From an optimization exercise on the open Yosys and OpenROAD flow, aimed at small area, a short achievable clock period and few clock cycles; shortcuts taken in it are not production practice. RTL that was checked went through simulation tests only; none was proved equivalent to the original. Function not checked in run 8: the RTL went through the layout flow alone.

==> flow/design.v, too long to show whole: its modules and the start of the top module <==
// module conv_mac: 5785 lines
// module conv_fa: 4 lines
// module conv_hai: 4 lines
// module conv2d_stream: 332 lines
module conv2d_stream
#(
    parameter int DW     = conv_pkg::DEF_DW,
    parameter int MAXDIM = conv_pkg::DEF_MAXDIM,
    parameter int MAXK   = conv_pkg::DEF_MAXK,
    parameter int DIMW   = $clog2(MAXDIM),
    parameter int KW     = $clog2(MAXK),
    parameter int AW     = 2*DW + 2*KW
) (
    input  logic            clk,
    input  logic            rstN,
    input  logic            start,
    input  logic [DIMW-1:0] inRow,
    input  logic [DIMW-1:0] inCol,
    input  logic [KW-1:0]   kerRow,
    input  logic [KW-1:0]   kerCol,
    input  logic            stride,
    input  logic [DW-1:0]   inData,
    input  logic            inValid,
    output logic            inReady,
    output logic [AW-1:0]   outMatrix,
    output logic            outValid,
    input  logic            outReady,
    output logic            busy,
    output logic            done,
    output logic            err
);
  // ...
==> flow/run.sh <==
#!/bin/bash
# synth_recipe.tcl (not shown) runs the flow's synth.tcl, then flattens the netlist and writes it again
# the make line also repeats each setting of config.mk as NAME=value (left out here)
make -C /OpenROAD-flow-scripts/flow DESIGN_CONFIG=/design/flow/config.mk WORK_HOME=/design/flow/orfs CLKGATE_MAP_FILE= SYNTH_SCRIPT=/design/flow/synth_recipe.tcl finish
==> flow/config.mk <==
export PLATFORM = sky130hd
export DESIGN_NAME = conv2d_stream
export DESIGN_NICKNAME = conv2d_stream
export VERILOG_FILES = /design/flow/design.v
export SDC_FILE = /design/flow/constraint.sdc
export NUM_CORES = 4
export LEC_CHECK = 0
export CAP_MARGIN = 20
export CORE_MARGIN = 2
export CORE_UTILIZATION = 40
export SLEW_MARGIN = 20
export SYNTH_HIERARCHICAL = 1
export SYNTH_MINIMUM_KEEP_SIZE = 0
==> flow/constraint.sdc <==
create_clock -name core_clock -period 11.0 [get_ports {clk}]
set_input_delay 2.2000 -clock core_clock [delete_from_list [all_inputs] [get_ports {clk}]]
set_output_delay 2.2000 -clock core_clock [all_outputs]
set_load 0.01 [all_outputs]
==> flow_summary.ini, run 1 <==
[logic_synthesis]
synth_seq_area_share = 0.679
synth_largest_area_cell = edfxtp_1
async_reset_ff_frac = 0.0316
synth_edf_count = 2293
synth.cell_area_mm2 = 0.119
synth_nets = 8040
synthMuxAreaShare = 0.0475
yosysMostFrequentCell = edfxtp_1

[clocking]
numClockSinks = 2878
ctsLongestPathBuffers = 4
clk_latency_ns = 0.91

[layout]
nets = 8049
fin_util = 0.450
num-multi-input-gates = 3508
final_common_cell = edfxtp_1
largest_register_ffs = 2048
areaGrowthSynthToFinish_pct = 11.9

[die]
core_area_mm2 = 0.297

[timing]
clock_skew_ns = 0.0720
finalSetupViolCount = 0
tns_ns = 0
slew_violations = 0
hold_violations = 0

[place]
placed_cell_area_mm2 = 0.124
place_congestion = 0.986

[critical_path]
cp_data_arrival_time_ns = 1.99
crit_buf_inv = 1
r2r_cells = 6

[global_routing]
grt_pass1_wl_mm = 412
met2_usage = 0.299

[min_path]
holdPathStages = 0

[status]
outcome = timing/DRC/antenna clean

[routing]
vias_per_cell = 5.09
Testbench counts, summed over its fixed seeds: cycles 15,401.
==> run 2, diff against run 1 <==
==> flow/flow/run.sh (new file) <==
#!/bin/bash
# Own layout flow: the standard synthesis unchanged, then the standard
# ORFS layout with plain buffers on the ports (instead of delay cells) and a
# larger setup margin for the resizer's timing repair. Each call's full
# output goes to its own log in this folder; ORFS keeps per-step logs under
# orfs/logs.
set -euo pipefail
bash standard.sh synth > synth.log 2>&1
bash standard.sh \
    BUFFER_PORTS_ARGS="-buffer_cell sky130_fd_sc_hd__buf_4" \
    SETUP_SLACK_MARGIN=7 \
    finish > layout.log 2>&1
==> flow/standard.sh (new file) <==
#!/bin/bash
# synth_recipe.tcl (not shown) runs the flow's synth.tcl, then flattens the netlist and writes it again
# the make line also repeats each setting of config.mk as NAME=value (left out here)
make -C /OpenROAD-flow-scripts/flow DESIGN_CONFIG=/design/flow/config.mk WORK_HOME=/design/flow/orfs CLKGATE_MAP_FILE= SYNTH_SCRIPT=/design/flow/synth_recipe.tcl "${@:-finish}"
removed: flow/run.sh
==> flow_summary.ini, run 2 <==
[status]
outcome = timing/DRC/antenna clean

[critical_path]
slowest_stage = dfxtp_1
cp_data_arrival_time_ns = 4.74
start_kind = flop
cp.required_ns = 11.76
crit_chain = nand2_1, fa_1, fa_1, fa_1, fa_1, fa_1
cp_common_cell = fa_1
path_max_fanout = 8
crit_path_end_kind = flop
crit_type = reg -> reg
critPathMaxStageDelay_ns = 0.86

[logic_synthesis]
ys_ff_latch = 2878
synthesis.area_per_instance_um2 = 17.2
yosysTopAreaCellShare = 0.577
netlist_top_cells_area = edfxtp_1, fa_1, dfxtp_1, nand2_1, mux4_2
synthSimpleGateAreaFrac = 0.0535
ys_types = 73
synth_xor_area_frac = 0.00379
synth_top_flop_cell = edfxtp_1
synth_largest_area_cell = edfxtp_1
yosys_warnings = 18
synthMuxAreaShare = 0.0475
async_reset_ff_frac = 0.0316
synth_seq_area_share = 0.679
synth_commonest_cells = edfxtp_1, nand2_1, fa_1
yosysMostFrequentCell = edfxtp_1
synth_edf_count = 2293
yosys.area_share.adder = 0.175
synth_nets = 8040
synthCells = 6942
synth.cell_area_mm2 = 0.119
synth_top_family_by_area = adder cells
synth_compound_area_frac = 0.0232

[clocking]
post_cts_buffers = 0
cts_hold_buf = 0
cts_tree = done
root_buffer = clkbuf_16
cts_made_buffers = 304
clk_latency_ns = 0.90
numClockSinks = 2878
htree_levels = 5
path_clk_slew_ns = 0.06
ctsLongestPathBuffers = 4

[place]
place_congestion = 0.963
hpwl_mm = 206
portBuffers = 50
place_ws_ns = 5.83
numPlacedInstances = 10578

[layout]
drive_gt1_frac = 0.114
largest_register_ffs = 2048
multi_input_area_mm2 = 0.0362
final_common_cell = edfxtp_1
nets = 8044
final_cells = 11137
fillers = 25465
final_cell_mix = edfxtp_1, nand2_1, fa_1
areaGrowthSynthToFinish_pct = 12.0
regArea_mm2 = 0.0811
largestRegisters = arr x2048, ker x128, tap_q x128
top_register = arr

[global_routing]
grt_pass1_wl_mm = 412
antenna_found_initial = 12
track_usage = 0.189
met2_usage = 0.296
grt_max_degree = 207
grt_util_met3 = 0.0409
grt_pass1_vias = 58975
gr-usage-met1 = 0.253
top_usage_layer = met2
grt_overflow = 0

[timing]
relSlewSlack = 0.161
worst_slew_pin_slew_ns = 1.26
fin_crit_ns = 3.98
rsz0062_at_grt = false
max_freq_mhz = 251
tns_ns = 0
hold_slack_ns = 0.326
setup_slack_ns = 7.02
slew_violations = 0
hold_violations = 0
post-route-period-util = 0.362
finalSetupViolCount = 0
clock_skew_ns = 0.0509

[routing]
ant_nets = 0
wl_mm = 283
drc_errors = 0
vias_per_cell = 5.08
first_pass_iters = 8
wl_per_cell_um = 25.4
vias = 56521
drt-initial-drc-count = 5668

[min_path]
min_path_type = reg -> reg

[die]
io_pins = 51
die_h_um = 550
core_area_mm2 = 0.297
die_w_um = 550
rows = 200
dieArea_mm2 = 0.303
start_util = 0.402

[flow_run]
cap_violations = 0
-- run 2: layer usage --
| metal | up-vias | wire length (um) |
|---|---|---|
| met3 | 581 | 19800 |
| met4 | 0 | 14300 |
| met2 | 1950 | 131000 |
| met5 | - | 0 |
| met1 | 29478 | 118000 |
| li1 | 24512 | - |
-- run 2: logic make-up after synthesis --
logic type | after synthesis
mux | 358
simple gates | 1603
compound gates | 425
fa+ha+maj | 1072
xor+xnor | 50
flops | 2878
buf+inv | 556
-- run 2: path summary, 6_finish.rpt --
kind / from / endpoint / slack [ns] / cells after the start
max: tap_q[5][3] / u_mac.r2715 / 7.02 / 6
min: u_mac.r2545 / u_mac.r3305 / 0.33 / 0
max reg2reg: tap_q[5][3] / u_mac.r2715 / 7.02 / 6
min reg2reg: u_mac.r2545 / u_mac.r3305 / 0.33 / 0
max in group asynchronous: rstN / wimg_q[11] / 8.47 / 2
min in group asynchronous: rstN / lp_q[1] / 1.22 / 1
-- run 2: worst max-delay path: cells and delay by family, from the launching register on --
kind | cells | cell delay (ns)
AND/OR/NAND/NOR | 1 | 0.18
flip-flops | 1 | 0.86
adder cells (fa/ha/maj) | 5 | 2.81
-- run 2: timing repair --
item | CTS | global route
setup endpoints to repair | 122 | 60
gates cloned | 0 | 1
hold endpoints to repair | 0 | 0
gates resized for setup | 5 | 5
-- run 2: cell type report --
| class | count | share of cell area |
|---|---|---|
| Inverter | 146 | 0.00415 |
| Sequential cell | 2878 | 0.606 |
| Antenna cell | 3 | 0.0000562 |
| Clock inverter | 134 | 0.0106 |
| Multi-Input combinational cell | 3508 | 0.271 |
| Timing Repair Buffer | 108 | 0.00736 |
| Clock buffer | 421 | 0.0638 |
| Tap cell | 3939 | 0.0369 |
-- run 2: metrics by stage --
stage	util	cell area, um2
after floorplan	-	119000
after global placement	0.416	124000
after detailed placement	0.417	124000
after CTS	0.450	134000
after global routing	0.450	134000
final	0.450	134000
-- run 2: modules after synthesis (local to each module, per instance) --
module / times used / flops+latches
conv2d_stream: 1 / 2528
conv_mac: 1 / 350
conv_hai: 22 / 0
conv_fa: 986 / 0
==> run 3, diff against run 2 <==
--- a/flow/config.mk
+++ b/flow/config.mk
@@ -7,7 +7,9 @@
 export LEC_CHECK = 0
 export CAP_MARGIN = 20
 export CORE_MARGIN = 2
-export CORE_UTILIZATION = 40
+export CORE_UTILIZATION = 60
+export CTS_BUF_LIST = sky130_fd_sc_hd__clkbuf_8
+export CTS_CLUSTER_SIZE = 20
 export SLEW_MARGIN = 20
 export SYNTH_HIERARCHICAL = 1
 export SYNTH_MINIMUM_KEEP_SIZE = 0
==> flow_summary.ini, run 3 <==
[critical_path]
reg2reg_to = tap_q[12][0]
rr_startpoint = base_q[0]
crit_path_end_kind = output port
r2r_cells = 5
critPathMaxStageDelay_ns = 0.47
crit_family = flip-flops
cp.required_ns = 8.80
crit_buf_inv = 1
cp_data_arrival_time_ns = 1.69
crit_type = reg -> out
slowest_stage = dfrtp_2
rrSetupSlack_ns = 7.21
start_kind = flop
path_max_fanout = 7
crit_chain = buf_4

[clocking]
cts_hold_buf = 0
post_cts_buffers = 0
numClockSinks = 2878
root_buffer = clkbuf_8
ctsLongestPathBuffers = 4
htree_levels = 5
cts_tree = done
clk_latency_ns = 1.10
path_clk_slew_ns = 0.06
cts_made_buffers = 455

[layout]
top_register = arr
final_cell_mix = edfxtp_1, nand2_1, fa_1
largest_register_ffs = 2048
drive_gt1_frac = 0.127
areaGrowthSynthToFinish_pct = 9.22
final_common_cell = edfxtp_1
fin_util = 0.660
final_cells = 10080
fillers = 13694
largestRegisters = arr x2048, ker x128, tap_q x128
nets = 8188

[routing]
routed-wl-met2_mm = 120
vias_per_cell = 5.62
drt-initial-drc-count = 5743
m1WireLength_mm = 106
wl_met3_mm = 16.5
vias = 56631
drc_errors = 0
ant_nets = 0
first_pass_iters = 6
wl_mm = 257
top_layer = met4
wl_per_cell_um = 25.5

[min_path]
min_path_type = reg -> reg
min-delay-start = u_mac.r2526
holdPathStages = 0
hold_path_end = u_mac.r3302

[logic_synthesis]
synthesis.area_per_instance_um2 = 17.2
yosysMostFrequentCell = edfxtp_1
synth_nets = 8040
yosysTopAreaCellShare = 0.577
ys_types = 73
synth_top_flop_cell = edfxtp_1
synth_largest_area_cell = edfxtp_1
netlist_top_cells_area = edfxtp_1, fa_1, dfxtp_1, nand2_1, mux4_2
ys_ff_latch = 2878
yosys_warnings = 18
synth_commonest_cells = edfxtp_1, nand2_1, fa_1
async_reset_ff_frac = 0.0316
synth.cell_area_mm2 = 0.119
synthCells = 6942
synth_edf_count = 2293
synth_seq_area_share = 0.679

[timing]
clock_skew_ns = 0.0755
slew_violations = 0
finalSetupViolCount = 0
relSlewSlack = 0.277
worst_slew_pin_slew_ns = 1.08
hold_violations = 0
tns_ns = 0
fin_crit_ns = 3.89
rsz0062_at_grt = false
post-route-period-util = 0.354
max_freq_mhz = 257

[status]
outcome = timing/DRC/antenna clean

[global_routing]
grt_pass1_vias = 58756
track_usage = 0.261
grt_pass1_wl_mm = 381
grt_max_degree = 185
grt_overflow = 0
antenna_found_initial = 9

[place]
hpwl_mm = 189
portBuffers = 50
numPlacedInstances = 9273
place_congestion = 0.934

[die]
rows = 163
die_w_um = 450
io_pins = 51
dieArea_mm2 = 0.202
die_h_um = 450
core_area_mm2 = 0.197
start_util = 0.604

[flow_run]
cap_violations = 0
## run 3: cell count changes in the layout (fill, tap and decap cells not counted), sizes merged
cell      previous run  this run
clkinv             101       143
buf                107       101
bufinv              19         9
inv                158       297
clkinvlp             2         4
clkbuf             422       496
diode                3         4
## run 3: worst max-delay path by stage
stage,end,cells after the start,startpoint
global route,busy,1,busy_q
global placement,qn_q[2],11,outReady
CTS,arr[148][1],3,arrSh_q
floorplan,arr[0][0],0,arrSh_q
detailed placement,qn_q[2],11,outReady
finish,busy,1,busy_q
## run 3: area by class of cell
class	instances	area, um2	share of cell area
Antenna cell	4	10.0	0.0000768
Tap cell	2640	3300	0.0253
Timing Repair Buffer	101	895	0.00686
Clock buffer	496	6830	0.0524
Inverter	146	554	0.00425
Sequential cell	2878	81100	0.622
Clock inverter	307	1520	0.0116
Multi-Input combinational cell	3508	36200	0.277
## run 3: repair_timing
item / in CTS / in global routing
endpoints found under the hold margin: 0 / 0
endpoints found under the setup margin: 1 / 58
resized for setup: 1 / 1
## run 3: cell families (layout without fill, tap and decap cells)
family / after synthesis / after routing / synth area share
flops: 2878 / 2878 / 0.679
simple gates: 1603 / 1603 / 0.0535
fa+ha+maj: 1072 / 1072 / 0.175
buf+inv: 556 / 1050 / 0.0182
compound gates: 425 / 425 / 0.0232
mux: 358 / 358 / 0.0475
xor+xnor: 50 / 50 / 0.00379
other cells: 0 / 4 / 0
## run 3: layer usage
metal | vias to the layer above | global-route usage
met1 | 29244 | 0.368
met4 | 0 | 0.131
li1 | 24806 | -
met5 | - | 0
met2 | 2046 | 0.400
met3 | 535 | 0.0444
## run 3: through the flow
step / setup WS, ns / hold slack [ns] / cell area, um2
5_1_grt: 7.02 / 0.331 / 130000
2_1_floorplan: -2.66 / 0.310 / 119000
3_3_place_gp: 5.88 / 0.315 / 122000
3_5_place_dp: 5.89 / 0.317 / 122000
6_report: 7.11 / 0.329 / 130000
4_1_cts: 7.01 / 0.330 / 130000
## run 3: per-module statistics from Yosys, one instance, submodules excluded
module / area [um2] / copies in the design / cells / flip-flops and latches
conv2d_stream: 86100 / 1 / 4059 / 2528
conv_fa: 20.0 / 986 / 1 / 0
conv_hai: 27.5 / 22 / 5 / 0
conv_mac: 12900 / 1 / 1787 / 350
==> module conv2d_stream, before the edit <==
module conv2d_stream
#(
    parameter int DW     = conv_pkg::DEF_DW,
    parameter int MAXDIM = conv_pkg::DEF_MAXDIM,
    parameter int MAXK   = conv_pkg::DEF_MAXK,
    parameter int DIMW   = $clog2(MAXDIM),
    parameter int KW     = $clog2(MAXK),
    parameter int AW     = 2*DW + 2*KW
) (
    input  logic            clk,
    input  logic            rstN,
    input  logic            start,
    input  logic [DIMW-1:0] inRow,
    input  logic [DIMW-1:0] inCol,
    input  logic [KW-1:0]   kerRow,
    input  logic [KW-1:0]   kerCol,
    input  logic            stride,
    input  logic [DW-1:0]   inData,
    input  logic            inValid,
    output logic            inReady,
    output logic [AW-1:0]   outMatrix,
    output logic            outValid,
    input  logic            outReady,
    output logic            busy,
    output logic            done,
    output logic            err
);
    localparam int NP = 1 + conv_pkg::MAC_CUTS;
    localparam int NQ = NP + 2;
    logic [DIMW-1:0] inRow_q, inCol_q;
    logic [KW-1:0]   kerRow_q, kerCol_q;
    logic            stride_q;
    logic            busy_q;
    always_ff @(posedge clk) begin
        if (!busy_q) begin
            inRow_q  <= inRow;
            inCol_q  <= inCol;
            kerRow_q <= kerRow;
            kerCol_q <= kerCol;
            stride_q <= stride;
        end
    end
    logic accept, legal;
    assign accept = start && !busy_q;
    assign legal  = (kerRow <= inRow) && (kerCol <= inCol);
    logic [DIMW-1:0] lastOR_q, lastOC_q;
    logic [DIMW-1:0] diffR, diffC;
    assign diffR = inRow_q - DIMW'(kerRow_q);
    assign diffC = inCol_q - DIMW'(kerCol_q);
    always_ff @(posedge clk) begin
        lastOR_q <= stride_q ? (diffR >> 1) : diffR;
        lastOC_q <= stride_q ? (diffC >> 1) : diffC;
    end
    logic            inReady_q, phImg_q, phComp_q, done_q, err_q;
    logic            inReady_d, phImg_d, phComp_d, busy_d;
    logic [DIMW-1:0] icol_q, irow_q, icol_d, irow_d;
    logic [KW-1:0]   kcol_q, krow_q, kcol_d, krow_d;
    logic [DIMW-1:0] align_q, align_d;
    logic            shupL_q, shupL_d;
    logic [DIMW-1:0] ocol_q, orow_q, base_q, ocol_d, orow_d, base_d;
    logic            lastc_q, lastr_q, bub_q;
    logic            lastc_d, lastr_d, bub_d, rdy_d;
    logic            iss_q, iss_d, arrSh_q, arrSh_d;
    logic [NP-1:0]   vp_q, lp_q;
    logic [AW-1:0]   O_q;
    logic            ovQ, olastQ, pop;
    logic [2:0]      cnt_q, cnt_d;
    logic xfer, imgX, kerX, lastImg, lastKer;
    logic issue, rowEnd;
    assign xfer    = inValid && inReady_q;
    assign imgX    = xfer && phImg_q;
    assign kerX    = xfer && !phImg_q;
    assign lastImg = (icol_q == inCol_q) && (irow_q == inRow_q);
    assign lastKer = (kcol_q == kerCol_q) && (krow_q == kerRow_q);
    assign issue  = iss_q;
    assign rowEnd = issue && lastc_q && !lastr_q;
    always_comb begin
        busy_d    = busy_q;
        inReady_d = inReady_q;
        phImg_d   = phImg_q;
        phComp_d  = phComp_q;
        icol_d    = icol_q;
        irow_d    = irow_q;
        kcol_d    = kcol_q;
        krow_d    = krow_q;
        ocol_d    = ocol_q;
        orow_d    = orow_q;
        base_d    = base_q;
        lastc_d   = lastc_q;
        lastr_d   = lastr_q;
        if (!busy_q) begin
            busy_d    = accept && legal;
            inReady_d = accept && legal;
            phImg_d   = accept && legal;
            icol_d    = '0;
            irow_d    = '0;
            kcol_d    = '0;
            krow_d    = '0;
        end else if (done_q) begin
            busy_d = 1'b0;
        end
        if (imgX) begin
            if (icol_q == inCol_q) begin
                icol_d = '0;
                irow_d = irow_q + 1'b1;
            end else begin
                icol_d = icol_q + 1'b1;
            end
            if (lastImg) phImg_d = 1'b0;
        end
        if (kerX) begin
            if (kcol_q == kerCol_q) begin
                kcol_d = '0;
                krow_d = krow_q + 1'b1;
            end else begin
                kcol_d = kcol_q + 1'b1;
            end
            if (lastKer) begin
                inReady_d = 1'b0;
                phComp_d  = 1'b1;
            end
        end
        if (phImg_q) begin
            align_d = ~inRow_q;
            shupL_d = imgX && (icol_q == '0) && (irow_q != '0);
        end else if (align_q != '0) begin
            align_d = align_q - 1'b1;
            shupL_d = 1'b1;
        end else begin
            align_d = align_q;
            shupL_d = 1'b0;
        end
        bub_d = rowEnd && stride_q;
        if (!phComp_q) begin
            ocol_d  = '0;
            orow_d  = '0;
            base_d  = '0;
            lastc_d = (lastOC_q == '0);
            lastr_d = (lastOR_q == '0);
        end else if (issue) begin
            if (lastc_q) begin
                ocol_d  = '0;
                base_d  = '0;
                lastc_d = (lastOC_q == '0);
                orow_d  = orow_q + 1'b1;
                lastr_d = ((orow_q + 1'b1) == lastOR_q);
                if (lastr_q) phComp_d = 1'b0;
            end else begin
                ocol_d  = ocol_q + 1'b1;
                base_d  = base_q + (stride_q ? 4'd2 : 4'd1);
                lastc_d = ((ocol_q + 1'b1) == lastOC_q);
            end
        end
        rdy_d = phComp_d && !bub_d && !shupL_d && (align_d == '0);
        iss_d = rdy_d && (cnt_d < 3'(NQ));
        arrSh_d = shupL_d || bub_d || (iss_d && lastc_d && !lastr_d);
    end
    always_ff @(posedge clk or negedge rstN) begin
        if (!rstN) begin
            busy_q    <= 1'b0;
            inReady_q <= 1'b0;
            phImg_q   <= 1'b0;
            phComp_q  <= 1'b0;
            done_q    <= 1'b0;
            err_q     <= 1'b0;
            icol_q    <= '0;
            irow_q    <= '0;
            kcol_q    <= '0;
            krow_q    <= '0;
            align_q   <= '0;
            shupL_q   <= 1'b0;
            ocol_q    <= '0;
            orow_q    <= '0;
            base_q    <= '0;
            lastc_q   <= 1'b0;
            lastr_q   <= 1'b0;
            bub_q     <= 1'b0;
            iss_q     <= 1'b0;
            arrSh_q   <= 1'b0;
        end else begin
            busy_q    <= busy_d;
            inReady_q <= inReady_d;
            phImg_q   <= phImg_d;
            phComp_q  <= phComp_d;
            done_q    <= pop && olastQ;
            err_q     <= accept && !legal;
            icol_q    <= icol_d;
            irow_q    <= irow_d;
            kcol_q    <= kcol_d;
            krow_q    <= krow_d;
            align_q   <= align_d;
            shupL_q   <= shupL_d;
            ocol_q    <= ocol_d;
            orow_q    <= orow_d;
            base_q    <= base_d;
            lastc_q   <= lastc_d;
            lastr_q   <= lastr_d;
            bub_q     <= bub_d;
            iss_q     <= iss_d;
            arrSh_q   <= arrSh_d;
        end
    end
    logic [DW-1:0]        din_q;
    logic [MAXDIM-1:0]    wimg_q;
    logic [MAXK*MAXK-1:0] wker_q;
    logic                 kclr_q;
    always_ff @(posedge clk) begin
        din_q <= inData;
    end
    always_ff @(posedge clk or negedge rstN) begin
        if (!rstN) begin
            wimg_q <= '0;
            wker_q <= '0;
            kclr_q <= 1'b0;
        end else begin
            kclr_q <= accept;
            for (int c = 0; c < MAXDIM; c++) begin
                wimg_q[c] <= imgX && (icol_q == DIMW'(c));
            end
            for (int k = 0; k < MAXK; k++) begin
                for (int l = 0; l < MAXK; l++) begin
                    wker_q[k*MAXK+l] <= kerX && (krow_q == KW'(k)) && (kcol_q == KW'(l));
                end
            end
        end
    end
    logic [DW-1:0] arr [MAXDIM][MAXDIM];
    always_ff @(posedge clk) begin
        for (int c = 0; c < MAXDIM; c++) begin
            if (wimg_q[c]) arr[MAXDIM-1][c] <= din_q;
        end
        if (arrSh_q) begin
            for (int r = 0; r < MAXDIM-1; r++) begin
                for (int c = 0; c < MAXDIM; c++) begin
                    arr[r][c] <= arr[r+1][c];
                end
            end
        end
    end
    logic [DW-1:0] ker [MAXK*MAXK];
    always_ff @(posedge clk) begin
        for (int i = 0; i < MAXK*MAXK; i++) begin
            if (kclr_q || wker_q[i]) ker[i] <= kclr_q ? '0 : din_q;
        end
    end
    logic [DW-1:0] tap_d [MAXK*MAXK];
    logic [DW-1:0] tap_q [MAXK*MAXK];
    for (genvar k = 0; k < MAXK; k++) begin : g_row
        logic [DW-1:0] t1 [7];
        for (genvar j = 0; j < 7; j++) begin : g_s1
            assign t1[j] = base_q[3] ? (base_q[2] ? arr[k][(j+12) % 16] : arr[k][j+8])
                                     : (base_q[2] ? arr[k][j+4]         : arr[k][j]);
        end
        for (genvar l = 0; l < MAXK; l++) begin : g_s2
            assign tap_d[k*MAXK+l] = base_q[1] ? (base_q[0] ? t1[l+3] : t1[l+2])
                                               : (base_q[0] ? t1[l+1] : t1[l]);
        end
    end
    always_ff @(posedge clk) begin
        for (int i = 0; i < MAXK*MAXK; i++) tap_q[i] <= tap_d[i];
    end
    logic [MAXK*MAXK*DW-1:0] macA, macB;
    logic [AW-1:0]           sum;
    always_comb begin
        for (int i = 0; i < MAXK*MAXK; i++) begin
            macA[i*DW +: DW] = tap_q[i];
            macB[i*DW +: DW] = ker[i];
        end
    end
    conv_mac u_mac (
        .clk (clk),
        .a   (macA),
        .b   (macB),
        .sum (sum)
    );
    logic [AW-1:0] qd_q [NQ-1];
    logic          ql_q [NQ-1];
    logic [2:0]    qw_q, qr_q, qn_q;
    logic          vin, lin, takeO, qpop, qpush;
    assign pop   = ovQ && outReady;
    assign vin   = vp_q[NP-1];
    assign lin   = lp_q[NP-1];
    assign takeO = !ovQ || outReady;
    assign qpop  = takeO && (qn_q != '0);
    assign qpush = vin && !(takeO && (qn_q == '0));
    assign cnt_d = cnt_q + 3'(issue) - 3'(pop);
    always_ff @(posedge clk or negedge rstN) begin
        if (!rstN) begin
            vp_q   <= '0;
            lp_q   <= '0;
            ovQ    <= 1'b0;
            olastQ <= 1'b0;
            cnt_q  <= '0;
            qw_q   <= '0;
            qr_q   <= '0;
            qn_q   <= '0;
        end else begin
            vp_q   <= NP'({vp_q, issue});
            lp_q   <= NP'({lp_q, issue && lastc_q && lastr_q});
            cnt_q  <= cnt_d;
            if (takeO) begin
                if (qn_q != '0) begin
                    ovQ    <= 1'b1;
                    olastQ <= ql_q[qr_q];
                end else begin
                    ovQ    <= vin;
                    olastQ <= lin;
                end
            end
            if (qpush) qw_q <= (qw_q == 3'(NQ-2)) ? '0 : qw_q + 1'b1;
            if (qpop)  qr_q <= (qr_q == 3'(NQ-2)) ? '0 : qr_q + 1'b1;
            qn_q <= qn_q + 3'(qpush) - 3'(qpop);
        end
    end
    always_ff @(posedge clk) begin
        if (takeO) begin
            O_q <= (qn_q != '0) ? qd_q[qr_q] : sum;
        end
        for (int i = 0; i < NQ-1; i++) begin
            if (qpush && (qw_q == 3'(i))) begin
                qd_q[i] <= sum;
                ql_q[i] <= lin;
            end
        end
    end
    assign inReady   = inReady_q;
    assign outMatrix = O_q;
    assign outValid  = ovQ;
    assign busy      = busy_q;
    assign done      = done_q;
    assign err       = err_q;
endmodule
==> run 4, diff against run 3 <==
--- a/flow/design.v
+++ b/flow/design.v
@@ -5864,6 +5864,7 @@
     logic [AW-1:0]   O_q;
     logic            ovQ, olastQ, pop;
     logic [2:0]      cnt_q, cnt_d;
+    logic            room;
     logic xfer, imgX, kerX, lastImg, lastKer;
     logic issue, rowEnd;
     assign xfer    = inValid && inReady_q;
@@ -5951,7 +5952,7 @@
             end
         end
         rdy_d = phComp_d && !bub_d && !shupL_d && (align_d == '0);
-        iss_d = rdy_d && (cnt_d < 3'(NQ));
+        iss_d = rdy_d && room;
         arrSh_d = shupL_d || bub_d || (iss_d && lastc_d && !lastr_d);
     end
     always_ff @(posedge clk or negedge rstN) begin
@@ -6082,7 +6083,19 @@
     assign takeO = !ovQ || outReady;
     assign qpop  = takeO && (qn_q != '0);
     assign qpush = vin && !(takeO && (qn_q == '0));
-    assign cnt_d = cnt_q + 3'(issue) - 3'(pop);
+    logic [2:0] cntInc, cntDec;
+    logic       lt0, lt1;
+    assign cntInc = cnt_q + 1'b1;
+    assign cntDec = cnt_q - 1'b1;
+    assign lt0    = (cnt_q < 3'(NQ));
+    assign lt1    = (cnt_q < 3'(NQ-1));
+    always_comb begin
+        case ({issue, pop})
+            2'b10:   begin cnt_d = cntInc; room = lt1;  end
+            2'b01:   begin cnt_d = cntDec; room = 1'b1; end
+            default: begin cnt_d = cnt_q;  room = lt0;  end
+        endcase
+    end
     always_ff @(posedge clk or negedge rstN) begin
         if (!rstN) begin
             vp_q   <= '0;
@@ -6116,7 +6129,7 @@
             O_q <= (qn_q != '0) ? qd_q[qr_q] : sum;
         end
         for (int i = 0; i < NQ-1; i++) begin
-            if (qpush && (qw_q == 3'(i))) begin
+            if (vin && (qw_q == 3'(i))) begin
                 qd_q[i] <= sum;
                 ql_q[i] <= lin;
             end
--- a/flow/flow/run.sh
+++ b/flow/flow/run.sh
@@ -8,5 +8,5 @@
 bash standard.sh synth > synth.log 2>&1
 bash standard.sh \
     BUFFER_PORTS_ARGS="-buffer_cell sky130_fd_sc_hd__buf_4" \
-    SETUP_SLACK_MARGIN=7 \
+    SETUP_SLACK_MARGIN=7.5 \
     finish > layout.log 2>&1
==> flow_summary.ini, run 4 <==
[die]
die_h_um = 451
dieArea_mm2 = 0.203
die_w_um = 451
io_pins = 51
rows = 163
start_util = 0.605
core_area_mm2 = 0.198

[routing]
vias = 57724
ant_nets = 0
drc_errors = 0
first_pass_iters = 8
drt-initial-drc-count = 5698
vias_per_cell = 5.63
wl_per_cell_um = 25.6
wl_mm = 262

[clocking]
cts_made_buffers = 459
path_clk_slew_ns = 0.06
htree_levels = 5
root_buffer = clkbuf_8
cts_tree = done
numClockSinks = 2878
ctsLongestPathBuffers = 4
cts_hold_buf = 0
clk_latency_ns = 1.09

[place]
place_congestion = 0.946
hpwl_mm = 190
portBuffers = 50
numPlacedInstances = 9297
placed_cell_area_mm2 = 0.122

[logic_synthesis]
yosysMostFrequentCell = edfxtp_1
yosys_warnings = 18
synth_nets = 8055
synthCells = 6957
ys_ff_latch = 2878
async_reset_ff_frac = 0.0316
synth.cell_area_mm2 = 0.120
yosysTopAreaCellShare = 0.576
netlist_top_cells_area = edfxtp_1, fa_1, dfxtp_1, nand2_1, mux4_2
synth_seq_area_share = 0.677
synthesis.area_per_instance_um2 = 17.2
synth_top_flop_cell = edfxtp_1
ys_types = 79
synth_commonest_cells = edfxtp_1, nand2_1, fa_1
synth_largest_area_cell = edfxtp_1
synth_edf_count = 2293

[critical_path]
cp_data_arrival_time_ns = 1.69
path_max_fanout = 1
crit_path_end_kind = output port
r2r_cells = 6
crit_chain = buf_6
crit_buf_inv = 1
crit_type = reg -> out
cp.depth = 1
cp.required_ns = 8.80
start_kind = flop
slowest_stage = edfxtp_1
critPathMaxStageDelay_ns = 0.44
crit_family = flip-flops

[layout]
final_cells = 10260
drive_gt1_frac = 0.154
largest_register_ffs = 2048
top_register = arr
final_cell_mix = edfxtp_1, nand2_1, fa_1
final_common_cell = edfxtp_1
areaGrowthSynthToFinish_pct = 10.4
largestRegisters = arr x2048, ker x128, tap_q x128
final_area_mm2 = 0.132
nets = 8357

[min_path]
min_path_type = reg -> reg
holdPathStages = 0

[timing]
fin_crit_ns = 3.89
max_freq_mhz = 257
hold_slack_ns = 0.320
clock_skew_ns = 0.0761
relSlewSlack = 0.187
tns_ns = 0
rsz0062_at_grt = true
finalSetupViolCount = 0
post-route-period-util = 0.353
slew_violations = 0
hold_violations = 0
worst_slew_pin_slew_ns = 1.22

[status]
outcome = timing/DRC/antenna clean

[global_routing]
grt_max_degree = 219
grt_pass1_wl_mm = 385
antenna_found_initial = 12
grt_overflow = 0
track_usage = 0.264
grt_pass1_vias = 60235

[flow_run]
cap_violations = 0
==> run 4: through the flow <==
| stage | util | worst slack, ns |
|---|---|---|
| 3_3_place_gp | 0.617 | 6.66 |
| 6_report | 0.667 | 7.11 |
| 4_1_cts | 0.665 | 6.98 |
| 2_1_floorplan | - | -2.66 |
| 3_5_place_dp | 0.617 | 6.69 |
| 5_1_grt | 0.667 | 7.00 |
==> run 4: kinds of logic after synthesis <==
family                     Yosys count  synth area share
and+or+nand+nor                   1620            0.0539
buffers and inverters              554            0.0201
xor gates and xnor gates            51           0.00380
muxes                              362            0.0477
AOI/OAI and AO/OA                  420            0.0228
adders and majority gates         1072             0.174
DFF                               2878             0.677
==> run 4: what timing repair did <==
action / in CTS / in global routing
hold endpoints to repair: 0 / 0
setup endpoints to repair: 166 / 832
gates resized for setup: 94 / 41
setup buffers: 113 / 25
pin swaps: 0 / 10
gates cloned: 0 / 1
==> run 4: path summary, 6_finish.rpt <==
check	from	endpoint	slack, ns
max	O_q[19]	outMatrix[19]	7.11
min	u_mac.r2545	u_mac.r3305	0.32
max reg2reg	tap_q[2][4]	u_mac.r2715	7.47
min reg2reg	u_mac.r2545	u_mac.r3305	0.32
max in group asynchronous	rstN	base_q[2]	8.69
min in group asynchronous	rstN	orow_q[3]	1.12
==> run 4: layer usage <==
layer	share of wire	vias up	GRT usage
li1	-	25181	-
met1	0.41	29854	0.368
met4	0.051	0	0.126
met5	0	-	0
met3	0.070	483	0.0540
met2	0.47	2206	0.406
==> run 4: final cells by class <==
class | instances | area, um2
Multi-Input combinational cell | 3525 | 36300
Fill cell | 13510 | 65800
Sequential cell | 2878 | 81200
Antenna cell | 3 | 7.51
Inverter | 143 | 543
Clock inverter | 336 | 1720
Clock buffer | 483 | 6650
Tap cell | 2640 | 3300
Timing Repair Buffer | 252 | 2350
==> run 4: Yosys stat by module (local to each module, per instance) <==
module         flip-flops and latches  area, um2
conv_hai                            0       27.5
conv_mac                          350      12900
conv2d_stream                    2528      86400
conv_fa                             0       20.0
Testbench counts of run 4, summed over its fixed seeds: cycles 15,401.
==> run 5, diff against run 4 <==
--- a/flow/flow/run.sh
+++ b/flow/flow/run.sh
@@ -8,5 +8,5 @@
 bash standard.sh synth > synth.log 2>&1
 bash standard.sh \
     BUFFER_PORTS_ARGS="-buffer_cell sky130_fd_sc_hd__buf_4" \
-    SETUP_SLACK_MARGIN=7.5 \
+    SETUP_SLACK_MARGIN=7.35 \
     finish > layout.log 2>&1
--- a/flow/config.mk
+++ b/flow/config.mk
@@ -8,8 +8,8 @@
 export CAP_MARGIN = 20
 export CORE_MARGIN = 2
 export CORE_UTILIZATION = 60
-export CTS_BUF_LIST = sky130_fd_sc_hd__clkbuf_8
-export CTS_CLUSTER_SIZE = 20
+export CTS_CLUSTER_DIAMETER = 60
+export CTS_CLUSTER_SIZE = 30
 export SLEW_MARGIN = 20
 export SYNTH_HIERARCHICAL = 1
 export SYNTH_MINIMUM_KEEP_SIZE = 0
==> flow_summary.ini, run 5 <==
[clocking]
htree_levels = 4
cts_tree = done
clk_latency_ns = 0.85
cts_made_buffers = 174
path_clk_slew_ns = 0.10
ctsLongestPathBuffers = 3
numClockSinks = 2878
root_buffer = clkbuf_16

[timing]
clock_skew_ns = 0.0411
hold_slack_ns = 0.333
fin_crit_ns = 3.65
finalSetupViolCount = 0
worst_slew_pin_slew_ns = 1.21
rsz0062_at_grt = true
max_freq_mhz = 274
post-route-period-util = 0.332
relSlewSlack = 0.194
hold_violations = 0
slew_violations = 0

[logic_synthesis]
synth_edf_count = 2293
synth_commonest_cells = edfxtp_1, nand2_1, fa_1
netlist_top_cells_area = edfxtp_1, fa_1, dfxtp_1, nand2_1, mux4_2
async_reset_ff_frac = 0.0316
yosysMostFrequentCell = edfxtp_1
ys_ff_latch = 2878
synthCells = 6957
synth_largest_area_cell = edfxtp_1
yosysTopAreaCellShare = 0.576
ys_types = 79
synth_top_flop_cell = edfxtp_1
synth_nets = 8055
synth.cell_area_mm2 = 0.120
yosys_warnings = 18
synthesis.area_per_instance_um2 = 17.2
synth_seq_area_share = 0.677

[critical_path]
crit_chain = buf_6
cp_data_arrival_time_ns = 1.45
crit_path_end_kind = output port
path_max_fanout = 1
crit_type = reg -> out
start_kind = flop
cp.depth = 1
r2r_cells = 6
crit_family = flip-flops
critPathMaxStageDelay_ns = 0.46
slowest_stage = edfxtp_1
crit_buf_inv = 1
cp.required_ns = 8.80

[layout]
final_cell_mix = edfxtp_1, nand2_1, fa_1
fin_util = 0.654
largest_register_ffs = 2048
final_common_cell = edfxtp_1
fillers = 13612
regArea_mm2 = 0.0811
multi_input_area_mm2 = 0.0362
areaGrowthSynthToFinish_pct = 8.12
drive_gt1_frac = 0.116
top_register = arr
nets = 7998
final_area_mm2 = 0.129
largestRegisters = arr x2048, ker x128, tap_q x128

[global_routing]
track_usage = 0.257
grt_overflow = 0
antenna_found_initial = 9
grt_max_degree = 219
grt_pass1_wl_mm = 374
grt_pass1_vias = 56722

[place]
hpwl_mm = 190
placed_cell_area_mm2 = 0.122
place_congestion = 0.946
portBuffers = 50

[routing]
first_pass_iters = 7
drc_errors = 0
wl_per_cell_um = 26.3
ant_nets = 0
drt-initial-drc-count = 5838
vias_per_cell = 5.74
vias = 55593
wl_mm = 255

[die]
die_h_um = 451
dieArea_mm2 = 0.203
start_util = 0.605
core_area_mm2 = 0.198
rows = 163
die_w_um = 451
io_pins = 51

[min_path]
min_path_type = reg -> reg
holdPathStages = 0

[flow_run]
cap_violations = 0

[status]
outcome = timing/DRC/antenna clean
-- run 5: cell counts after synthesis --
Identical to the previous run, type by type.
-- run 5: metrics by stage --
step                setup TNS [ns]  setup WS, ns  instances
floorplan                 -5113.17         -2.66       6957
global placement                 0          6.66       9297
detailed placement               0          6.69       9297
CTS                              0          7.28       9628
global route                     0          7.27       9687
finish                           0          7.35       9692
-- run 5: final cells by class --
class	instances	area share
antenna	6	0.000116
sequential	2878	0.627
clock buffer	185	0.0347
clock inverter	137	0.0146
timing repair buffer	178	0.0136
multi-input combinational	3525	0.280
inverter	143	0.00420
tap	2640	0.0255
-- run 5: kinds of logic after synthesis --
logic type               count (synthesis)  synth area share
buffers and inverters                  554            0.0201
multiplexers                           362            0.0477
AND/OR/NAND/NOR                       1620            0.0539
AO/OA/AOI/OAI                          420            0.0228
flip-flops                            2878             0.677
adder cells (fa/ha/maj)               1072             0.174
XOR/XNOR                                51           0.00380
-- run 5: per-layer routing --
metal,vias up,track usage,part of all wire,wire length (um)
met3,374,0.0389,0.060,15400
met4,0,0.109,0.050,12600
met5,-,0,0,0
met1,29107,0.368,0.42,106000
li1,24315,-,-,-
met2,1797,0.401,0.47,120000
-- run 5: worst paths after layout --
path                        startpoint  slack [ns]             to
max                            O_q[19]        7.35  outMatrix[19]
min                        u_mac.r2545        0.33    u_mac.r3305
max reg2reg                  ker[4][5]        7.35    u_mac.r2706
min reg2reg                u_mac.r2545        0.33    u_mac.r3305
max in group asynchronous         rstN        8.50      base_q[2]
min in group asynchronous         rstN        1.32      icol_q[0]
-- run 5: what timing repair did --
action	4_1_cts	5_1_grt
hold buffers	0	0
gates resized for setup	21	52
buffers inserted	9	57
pin swaps	0	0
gates cloned	0	0
endpoints found under the hold margin	0	0
setup endpoints to repair	90	414
-- run 5: per-module statistics from Yosys (local to each module, per instance) --
module | flops+latches | copies in the design
conv_mac | 350 | 1
conv_hai | 0 | 22
conv2d_stream | 2528 | 1
conv_fa | 0 | 986
==> run 6, diff against run 5 <==
--- a/flow/flow/run.sh
+++ b/flow/flow/run.sh
@@ -8,5 +8,5 @@
 bash standard.sh synth > synth.log 2>&1
 bash standard.sh \
     BUFFER_PORTS_ARGS="-buffer_cell sky130_fd_sc_hd__buf_4" \
-    SETUP_SLACK_MARGIN=7.35 \
+    SETUP_SLACK_MARGIN=7.7 \
     finish > layout.log 2>&1
==> flow_summary.ini, run 6 <==
[status]
outcome = timing/DRC/antenna clean

[routing]
first_pass_iters = 8
drt-initial-drc-count = 5726
wl_per_cell_um = 26.4
vias = 56233
drc_errors = 0
vias_per_cell = 5.74
ant_nets = 0
wl_mm = 258

[timing]
rsz0062_at_grt = true
hold_violations = 0
relSlewSlack = 0.220
setup_slack_ns = 7.35
max_freq_mhz = 274
slew_violations = 0
clock_skew_ns = 0.0419
tns_ns = 0
hold_slack_ns = 0.333
fin_crit_ns = 3.65
worst_slew_pin_slew_ns = 1.17
finalSetupViolCount = 0
post-route-period-util = 0.332

[clocking]
numClockSinks = 2878
ctsLongestPathBuffers = 3
root_buffer = clkbuf_16
htree_levels = 4
cts_made_buffers = 174
path_clk_slew_ns = 0.10
cts_tree = done
clk_latency_ns = 0.85

[place]
portBuffers = 50
place_ws_ns = 6.69
place_congestion = 0.946
placed_cell_area_mm2 = 0.122
hpwl_mm = 190

[die]
die_w_um = 451
rows = 163
io_pins = 51
die_h_um = 451
core_area_mm2 = 0.198
dieArea_mm2 = 0.203
start_util = 0.605

[logic_synthesis]
synth_top_flop_cell = edfxtp_1
synth_edf_count = 2293
synth.cell_area_mm2 = 0.120
synth_largest_area_cell = edfxtp_1
synthCells = 6957
netlist_top_cells_area = edfxtp_1, fa_1, dfxtp_1, nand2_1, mux4_2
async_reset_ff_frac = 0.0316
synth_seq_area_share = 0.677
yosysMostFrequentCell = edfxtp_1
ys_ff_latch = 2878
synth_nets = 8055
yosysTopAreaCellShare = 0.576
yosys_warnings = 18
synthesis.area_per_instance_um2 = 17.2
ys_types = 79
synth_commonest_cells = edfxtp_1, nand2_1, fa_1

[flow_run]
cap_violations = 0

[critical_path]
crit_buf_inv = 1
crit_type = reg -> out
path_max_fanout = 1
crit_chain = buf_6
rr_startpoint = ker[5][5]
crit_family = flip-flops
crit_path_start = O_q[19]
slowest_stage = edfxtp_1
crit_path_end_kind = output port
cp.required_ns = 8.80
start_kind = flop
critPathMaxStageDelay_ns = 0.46
cp_data_arrival_time_ns = 1.45

[global_routing]
antenna_found_initial = 10
track_usage = 0.261
grt_overflow = 0
grt_max_degree = 219
grt_pass1_vias = 57685
grt_pass1_wl_mm = 379

[min_path]
min-delay-start = u_mac.r2525
min_path_type = reg -> reg

[layout]
final_area_mm2 = 0.131
areaGrowthSynthToFinish_pct = 9.33
drive_gt1_frac = 0.151
top_register = arr
largest_register_ffs = 2048
largestRegisters = arr x2048, ker x128, tap_q x128
final_common_cell = edfxtp_1
nets = 8093
final_cell_mix = edfxtp_1, nand2_1, fa_1

[power]
run 6: cell counts after synthesis:
Identical to the previous run, type by type.
run 6: final timing paths:
check	slack (ns)	cells past startpoint	endpoint
setup reg to reg	7.54	6	u_mac.r2677
max in group asynchronous	8.52	2	base_q[2]
setup / recovery	7.35	1	outMatrix[19]
min in group asynchronous	1.32	1	icol_q[2]
hold / removal	0.33	0	u_mac.r3301
hold reg to reg	0.33	0	u_mac.r3301
run 6: layer usage:
layer / GRT usage / routed length [um] / vias to the layer above
met2: 0.404 / 121000 / 1918
met1: 0.371 / 107000 / 29403
met3: 0.0436 / 17200 / 404
met4: 0.115 / 13700 / 2
li1: - / - / 24506
met5: 0 / 13 / -
run 6: modules after synthesis (local to each module, per instance):
module / flip-flops and latches / copies in the design / cells inside / area (um2)
conv_fa: 0 / 986 / 1 / 20.0
conv_mac: 350 / 1 / 1787 / 12900
conv_hai: 0 / 22 / 5 / 27.5
conv2d_stream: 2528 / 1 / 4074 / 86400
run 6: worst reg2reg max path, stage by stage (launching register included):
cell and delay [ns]:
edfxtp_1 0.54, nand2_1 0.14, fa_1 0.52, fa_2 0.56, fa_2 0.47, fa_2 0.64, fa_2 0.44
run 6: area by class of cell:
cell class                      count  area [um2]
Clock inverter                    137        1890
Tap cell                         2640        3300
Clock buffer                      185        4490
Timing Repair Buffer              273        2600
Inverter                          143         543
Multi-Input combinational cell   3525       36600
Fill cell                       13452       67000
Sequential cell                  2878       81300
Antenna cell                        8        20.0
run 6: metrics by stage:
stage                     utilization  instances
final                           0.661       9789
after global routing            0.661       9784
after CTS                       0.659       9760
after detailed placement        0.617       9297
after global placement          0.617       9297
after floorplan                     -       6957
run 6: timing repair:
item,CTS,global route
cloned,1,0
hold buffers,0,0
buffers inserted,140,20
pin swaps,84,86
resized for setup,266,90
endpoints found under the setup margin,1315,262
run 6: kinds of logic (layout without fill, tap and decap cells):
group	after synthesis	after routing	synth area share
AOI/OAI and AO/OA	420	420	0.0228
xor gates and xnor gates	51	51	0.00380
adders and majority gates	1072	1072	0.174
buffers and inverters	554	738	0.0201
DFF	2878	2878	0.677
muxes	362	362	0.0477
other	0	8	0
and+or+nand+nor	1620	1620	0.0539
==> run 7, diff against run 6 <==
--- a/flow/flow/run.sh
+++ b/flow/flow/run.sh
@@ -8,5 +8,5 @@
 bash standard.sh synth > synth.log 2>&1
 bash standard.sh \
     BUFFER_PORTS_ARGS="-buffer_cell sky130_fd_sc_hd__buf_4" \
-    SETUP_SLACK_MARGIN=7.7 \
+    SETUP_SLACK_MARGIN=7.5 \
     finish > layout.log 2>&1
==> flow_summary.ini, run 7 <==
[place]
portBuffers = 50
hpwl_mm = 190
numPlacedInstances = 9297
place_congestion = 0.946
place_ws_ns = 6.69

[logic_synthesis]
synth_commonest_cells = edfxtp_1, nand2_1, fa_1
yosysMostFrequentCell = edfxtp_1
synth.cell_area_mm2 = 0.120
synthCells = 6957
ys_types = 79
netlist_top_cells_area = edfxtp_1, fa_1, dfxtp_1, nand2_1, mux4_2
ys_ff_latch = 2878
synth_largest_area_cell = edfxtp_1
yosys_warnings = 18
synth_seq_area_share = 0.677
synth_nets = 8055
synth_edf_count = 2293
async_reset_ff_frac = 0.0316
synth_top_flop_cell = edfxtp_1
synthesis.area_per_instance_um2 = 17.2
yosysTopAreaCellShare = 0.576

[timing]
post-route-period-util = 0.333
setup_slack_ns = 7.34
relSlewSlack = 0.189
max_freq_mhz = 273
rsz0062_at_grt = true
slew_violations = 0
clock_skew_ns = 0.0432
fin_crit_ns = 3.66
worst_slew_pin_slew_ns = 1.22
hold_violations = 0
finalSetupViolCount = 0

[min_path]
holdPathStages = 0
hold_path_end = u_mac.r3305
min-delay-start = u_mac.r2545
min_path_type = reg -> reg

[global_routing]
antenna_found_initial = 9
grt_pass1_wl_mm = 377
grt_overflow = 0
grt_pass1_vias = 57366
track_usage = 0.259
grt_max_degree = 219

[clocking]
path_clk_slew_ns = 0.10
cts_tree = done
numClockSinks = 2878
cts_made_buffers = 174
clk_latency_ns = 0.85
root_buffer = clkbuf_16
htree_levels = 4
ctsLongestPathBuffers = 3

[layout]
multi_input_area_mm2 = 0.0363
nets = 8067
fillers = 13530
final_cells = 9760
top_register = arr
areaGrowthSynthToFinish_pct = 8.66
largestRegisters = arr x2048, ker x128, tap_q x128
final_common_cell = edfxtp_1
regArea_mm2 = 0.0812
largest_register_ffs = 2048
drive_gt1_frac = 0.129
final_cell_mix = edfxtp_1, nand2_1, fa_1

[critical_path]
crit_type = reg -> out
crit_path_end_kind = output port
crit_family = flip-flops
rrSetupSlack_ns = 7.51
slowest_stage = edfxtp_1
reg2reg_to = u_mac.r2715
start_kind = flop
cp.required_ns = 8.80
critPathMaxStageDelay_ns = 0.46
rr_startpoint = tap_q[2][4]
crit_chain = buf_6
cp_data_arrival_time_ns = 1.46
path_max_fanout = 1
crit_buf_inv = 1
r2r_cells = 6

[die]
dieArea_mm2 = 0.203
rows = 163
core_area_mm2 = 0.198
start_util = 0.605
die_w_um = 451
io_pins = 51
die_h_um = 451

[routing]
drc_errors = 0
ant_nets = 0
wl_mm = 258
vias = 56211
vias_per_cell = 5.76
wl_per_cell_um = 26.4
drt-initial-drc-count = 5853
first_pass_iters = 7

[status]
outcome = timing/DRC/antenna clean

[flow_run]
cap_violations = 0
## run 7: cell counts after synthesis
No cell type changed its count.
## run 7: what timing repair did
action / in CTS / in global routing
hold buffers: 0 / 0
buffers inserted: 110 / 24
setup endpoints to repair: 167 / 937
pin swaps: 0 / 11
gates cloned: 0 / 1
gates resized for setup: 94 / 43
## run 7: worst max-delay path by stage
stage          slack (ns)  depth (start not counted)     start            end
2_1_floorplan       -2.66                          0   arrSh_q      arr[0][0]
3_3_place_gp         6.66                         10  outReady        qn_q[2]
3_5_place_dp         6.69                         10  outReady        qn_q[1]
4_1_cts              7.28                          1   O_q[19]  outMatrix[19]
5_1_grt              7.27                          1   O_q[19]  outMatrix[19]
6_report             7.34                          1   O_q[19]  outMatrix[19]
## run 7: per-layer routing
layer | vias up | GRT usage | share of wire
met4 | 0 | 0.111 | 0.051
met3 | 403 | 0.0414 | 0.062
met2 | 1874 | 0.403 | 0.47
met1 | 29473 | 0.370 | 0.42
li1 | 24461 | - | -
met5 | - | 0 | 0
## run 7: logic make-up (layout without fill, tap and decap cells)
logic type | after synthesis | count (layout) | synth area share
adders and majority gates | 1072 | 1072 | 0.174
xor gates and xnor gates | 51 | 51 | 0.00380
and+or+nand+nor | 1620 | 1620 | 0.0539
other | 0 | 5 | 0
muxes | 362 | 362 | 0.0477
buffers and inverters | 554 | 712 | 0.0201
AOI/OAI and AO/OA | 420 | 420 | 0.0228
DFF | 2878 | 2878 | 0.677
## run 7: Yosys stat by module, one instance, submodules excluded
module	cells inside	copies in the design
conv2d_stream	4074	1
conv_fa	1	986
conv_hai	5	22
conv_mac	1787	1
## run 7: per-stage QoR
stage	hold WS, ns	utilization	TNS, ns	area (um2)
after floorplan	0.310	-	-5113.17	120000
after global placement	0.315	0.617	0	122000
after detailed placement	0.312	0.617	0	122000
after CTS	0.336	0.655	0	130000
after global routing	0.342	0.657	0	130000
final	0.333	0.657	0	130000
## run 7: area by class of cell
cell class | count | share of cell area
sequential | 2878 | 0.624
multi-input combinational | 3525 | 0.279
clock buffer | 185 | 0.0345
tap | 2640 | 0.0254
timing repair buffer | 247 | 0.0177
clock inverter | 137 | 0.0145
inverter | 143 | 0.00418
antenna | 5 | 0.0000963
==> run 8, diff against run 7 <==
--- a/flow/design.v
+++ b/flow/design.v
@@ -5830,8 +5830,9 @@
     logic [KW-1:0]   kerRow_q, kerCol_q;
     logic            stride_q;
     logic            busy_q;
+    logic            busyN_q, inRdyN_q, ovN_q;
     always_ff @(posedge clk) begin
-        if (!busy_q) begin
+        if (busyN_q) begin
             inRow_q  <= inRow;
             inCol_q  <= inCol;
             kerRow_q <= kerRow;
@@ -5840,7 +5841,7 @@
         end
     end
     logic accept, legal;
-    assign accept = start && !busy_q;
+    assign accept = start && busyN_q;
     assign legal  = (kerRow <= inRow) && (kerCol <= inCol);
     logic [DIMW-1:0] lastOR_q, lastOC_q;
     logic [DIMW-1:0] diffR, diffC;
@@ -5867,7 +5868,7 @@
     logic            room;
     logic xfer, imgX, kerX, lastImg, lastKer;
     logic issue, rowEnd;
-    assign xfer    = inValid && inReady_q;
+    assign xfer    = inValid && !inRdyN_q;
     assign imgX    = xfer && phImg_q;
     assign kerX    = xfer && !phImg_q;
     assign lastImg = (icol_q == inCol_q) && (irow_q == inRow_q);
@@ -5875,8 +5876,8 @@
     assign issue  = iss_q;
     assign rowEnd = issue && lastc_q && !lastr_q;
     always_comb begin
-        busy_d    = busy_q;
-        inReady_d = inReady_q;
+        busy_d    = !busyN_q;
+        inReady_d = !inRdyN_q;
         phImg_d   = phImg_q;
         phComp_d  = phComp_q;
         icol_d    = icol_q;
@@ -5888,7 +5889,7 @@
         base_d    = base_q;
         lastc_d   = lastc_q;
         lastr_d   = lastr_q;
-        if (!busy_q) begin
+        if (busyN_q) begin
             busy_d    = accept && legal;
             inReady_d = accept && legal;
             phImg_d   = accept && legal;
@@ -5959,6 +5960,8 @@
         if (!rstN) begin
             busy_q    <= 1'b0;
             inReady_q <= 1'b0;
+            busyN_q   <= 1'b1;
+            inRdyN_q  <= 1'b1;
             phImg_q   <= 1'b0;
             phComp_q  <= 1'b0;
             done_q    <= 1'b0;
@@ -5980,6 +5983,8 @@
         end else begin
             busy_q    <= busy_d;
             inReady_q <= inReady_d;
+            busyN_q   <= !busy_d;
+            inRdyN_q  <= !inReady_d;
             phImg_q   <= phImg_d;
             phComp_q  <= phComp_d;
             done_q    <= pop && olastQ;
@@ -6073,16 +6078,15 @@
         .b   (macB),
         .sum (sum)
     );
-    logic [AW-1:0] qd_q [NQ-1];
-    logic          ql_q [NQ-1];
-    logic [2:0]    qw_q, qr_q, qn_q;
-    logic          vin, lin, takeO, qpop, qpush;
-    assign pop   = ovQ && outReady;
-    assign vin   = vp_q[NP-1];
-    assign lin   = lp_q[NP-1];
-    assign takeO = !ovQ || outReady;
-    assign qpop  = takeO && (qn_q != '0);
-    assign qpush = vin && !(takeO && (qn_q == '0));
+    logic [AW-1:0] qd_q [NQ];
+    logic          ql_q [NQ];
+    logic [2:0]    qw_q, qr_q, qn_q, qr1;
+    logic          vin, lin, left;
+    assign pop  = !ovN_q && outReady;
+    assign vin  = vp_q[NP-1];
+    assign lin  = lp_q[NP-1];
+    assign qr1  = (qr_q == 3'(NQ-1)) ? '0 : qr_q + 1'b1;
+    assign left = pop ? (qn_q > 3'd1) : (qn_q != '0);
     logic [2:0] cntInc, cntDec;
     logic       lt0, lt1;
     assign cntInc = cnt_q + 1'b1;
@@ -6101,6 +6105,7 @@
             vp_q   <= '0;
             lp_q   <= '0;
             ovQ    <= 1'b0;
+            ovN_q  <= 1'b1;
             olastQ <= 1'b0;
             cnt_q  <= '0;
             qw_q   <= '0;
@@ -6110,25 +6115,17 @@
             vp_q   <= NP'({vp_q, issue});
             lp_q   <= NP'({lp_q, issue && lastc_q && lastr_q});
             cnt_q  <= cnt_d;
-            if (takeO) begin
-                if (qn_q != '0) begin
-                    ovQ    <= 1'b1;
-                    olastQ <= ql_q[qr_q];
-                end else begin
-                    ovQ    <= vin;
-                    olastQ <= lin;
-                end
-            end
-            if (qpush) qw_q <= (qw_q == 3'(NQ-2)) ? '0 : qw_q + 1'b1;
-            if (qpop)  qr_q <= (qr_q == 3'(NQ-2)) ? '0 : qr_q + 1'b1;
-            qn_q <= qn_q + 3'(qpush) - 3'(qpop);
+            ovQ    <= left || vin;
+            ovN_q  <= !(left || vin);
+            olastQ <= left ? (pop ? ql_q[qr1] : ql_q[qr_q]) : lin;
+            if (vin) qw_q <= (qw_q == 3'(NQ-1)) ? '0 : qw_q + 1'b1;
+            if (pop) qr_q <= qr1;
+            qn_q <= qn_q + 3'(vin) - 3'(pop);
         end
     end
     always_ff @(posedge clk) begin
-        if (takeO) begin
-            O_q <= (qn_q != '0) ? qd_q[qr_q] : sum;
-        end
-        for (int i = 0; i < NQ-1; i++) begin
+        O_q <= left ? (pop ? qd_q[qr1] : qd_q[qr_q]) : sum;
+        for (int i = 0; i < NQ; i++) begin
             if (vin && (qw_q == 3'(i))) begin
                 qd_q[i] <= sum;
                 ql_q[i] <= lin;
==> flow_summary.ini, run 8 <==
[layout]
largestRegisters = arr x2048, ker x128, tap_q x128
final_common_cell = edfxtp_1
nets = 8263
top_register = arr
largest_register_ffs = 2048
areaGrowthSynthToFinish_pct = 8.59
fin_util = 0.653
final_cell_mix = edfxtp_1, nand2_1, fa_1
drive_gt1_frac = 0.135

[clocking]
cts_hold_buf = 0
root_buffer = clkbuf_16
path_clk_slew_ns = 0.08
htree_levels = 4
cts_made_buffers = 176
cts_tree = done
clk_latency_ns = 0.86
numClockSinks = 2902
ctsLongestPathBuffers = 3

[critical_path]
path_max_fanout = 2
start_kind = flop
cp_data_arrival_time_ns = 1.44
crit_buf_inv = 1
crit_family = flip-flops
cp.required_ns = 8.80
critPathMaxStageDelay_ns = 0.46
crit_type = reg -> out
slowest_stage = dfrtp_2
rrSetupSlack_ns = 7.49
r2r_cells = 6
crit_path_end_kind = output port
crit_chain = buf_6
cp.depth = 1

[logic_synthesis]
synthesis.area_per_instance_um2 = 16.9
synth_largest_area_cell = edfxtp_1
async_reset_ff_frac = 0.0324
yosysMostFrequentCell = edfxtp_1
synth_top_flop_cell = edfxtp_1
netlist_top_cells_area = edfxtp_1, fa_1, dfxtp_1, nand2_1, mux4_2
synth_edf_count = 2294
synth_nets = 8271
synth_commonest_cells = edfxtp_1, nand2_1, fa_1
synthCells = 7169
synth_seq_area_share = 0.672
ys_ff_latch = 2902
ys_types = 79
synth.cell_area_mm2 = 0.121
yosysTopAreaCellShare = 0.568
yosys_warnings = 18

[die]
die_h_um = 454
io_pins = 51
start_util = 0.602
core_area_mm2 = 0.202
rows = 165
dieArea_mm2 = 0.206
die_w_um = 454

[timing]
rsz0062_at_grt = true
tns_ns = 0
clock_skew_ns = 0.0405
post-route-period-util = 0.331
max_freq_mhz = 274
hold_violations = 0
fin_crit_ns = 3.64
slew_violations = 0
worst_slew_pin_slew_ns = 1.24
relSlewSlack = 0.175
finalSetupViolCount = 0

[routing]
drc_errors = 0
first_pass_iters = 7
wl_per_cell_um = 26.5
vias = 57814
vias_per_cell = 5.79
drt-initial-drc-count = 6077
ant_nets = 0
wl_mm = 265

[min_path]
min_path_type = reg -> reg
holdPathStages = 0

[global_routing]
antenna_found_initial = 13
grt_pass1_wl_mm = 388
grt_max_degree = 193
track_usage = 0.264
grt_pass1_vias = 58692
grt_overflow = 0

[place]
portBuffers = 50
hpwl_mm = 195
place_congestion = 0.968

[flow_run]
cap_violations = 0

[status]
outcome = timing/DRC/antenna clean
run 8: cell count changes after synthesis, moves of 18 or more:
cell      previous run  this run
a21oi_1             96       118
buf_6               28        10
a211oi_1            30        11
mux2_2              63        93
a21o_1              28         8
o21ai_1             63         5
a22oi_1              4        33
o21ai_0             35       113
a22o_1               2        23
dfxtp_1            494       514
a222oi_1            21         0
buf_2               22        46
run 8: kinds of logic (layout without fill, tap and decap cells):
| family | count (synthesis) | count (layout) | share of synthesized area |
|---|---|---|---|
| AO/OA/AOI/OAI | 502 | 502 | 0.0271 |
| XOR/XNOR | 50 | 50 | 0.00361 |
| other | 0 | 3 | 0 |
| AND/OR/NAND/NOR | 1656 | 1656 | 0.0548 |
| buffers and inverters | 585 | 723 | 0.0201 |
| multiplexers | 398 | 398 | 0.0504 |
| adder cells (fa/ha/maj) | 1076 | 1076 | 0.172 |
| flip-flops | 2902 | 2902 | 0.672 |
run 8: path summary, 6_finish.rpt:
path | start | endpoint
max reg2reg | ker[3][1] | u_mac.r2695
min | u_mac.r2526 | u_mac.r3302
min reg2reg | u_mac.r2526 | u_mac.r3302
max in group asynchronous | rstN | base_q[2]
min in group asynchronous | rstN | wimg_q[9]
max | done_q | done
run 8: Yosys stat by module, one instance, submodules excluded:
| module | flip-flops and latches | cells | cell area, um2 |
|---|---|---|---|
| conv2d_stream | 2552 | 4286 | 88100 |
| conv_mac | 350 | 1787 | 12900 |
| conv_hai | 0 | 5 | 27.5 |
| conv_fa | 0 | 1 | 20.0 |
run 8: timing repair:
item | in CTS | in global routing
resized for setup | 135 | 49
gates cloned | 1 | 1
endpoints found under the setup margin | 185 | 137
hold endpoints to repair | 0 | 0
pin swaps | 0 | 21
buffers inserted | 105 | 31
run 8: stage by stage:
step	cell area, um2	worst slack, ns	instances	hold WS (ns)
after floorplan	121000	-2.66	7169	0.310
after global placement	124000	6.07	9516	0.315
after detailed placement	124000	6.02	9517	0.314
after CTS	131000	7.29	9947	0.333
after global routing	132000	7.30	9981	0.334
final	132000	7.36	9982	0.330
run 8: cell type report:
class,instances,area [um2]
Inverter,149,564
Multi-Input combinational cell,3682,37500
Clock buffer,194,4590
Fill cell,13857,69900
Sequential cell,2902,81700
Timing Repair Buffer,250,2380
Tap cell,2672,3340
Clock inverter,130,1660
Antenna cell,3,7.51
run 8: per-layer routing:
layer / track usage / vias up / wire length [um]
met4: 0.110 / 0 / 12600
met3: 0.0456 / 413 / 18300
met1: 0.382 / 30093 / 111000
li1: - / 25201 / -
met5: 0.00140 / - / 0
met2: 0.403 / 2107 / 123000

==> separate check: timing with driven ports <==
Ports are ideal in the flow. The routed layouts listed here were re-timed in OpenROAD.
Step 1, drivers: a clkbuf_16 drives clk and a buf_2 each remaining input, both assumed.
Step 2 moves the port delays by t, midway between the first and last clock arrival at a register: inputs arrive t later, outputs are due t later. That takes back most of the time a late clock gives input paths.
Three values: ideal ports, drivers, drivers and shift; two values: the first two.
run	t, ns	slack for setup (ns)	hold WS [ns]	worst setup path after step 2	pins driven straight from the clock port
run 1	0.962	6.814 / 6.722 / 5.952	0.326 / 0.326 / 0.326	input to register	1
run 2	0.970	7.021 / 7.021 / 6.369	0.326 / 0.326 / 0.326	input to register	1
run 3	1.136	7.108 / 7.018 / 6.273	0.329 / 0.329 / 0.329	input to register	1
run 4	1.151	7.114 / 7.021 / 6.712	0.320 / 0.320 / 0.320	input to register	1
run 5	0.932	7.349 / 7.247 / 6.704	0.333 / 0.333 / 0.333	input to register	1
run 6	0.934	7.346 / 7.244 / 6.933	0.333 / 0.333 / 0.333	input to register	1
run 7	0.932	7.339 / 7.239 / 6.851	0.333 / 0.333 / 0.333	input to register	1
run 8	0.939	7.357 / 7.260 / 6.954	0.330 / 0.330 / 0.330	input to register	1
After both steps every run listed still meets setup and hold. For run 1, which loses most, drivers alone change the setup slack by -0.092 ns; drivers and shift together by -0.862 ns.
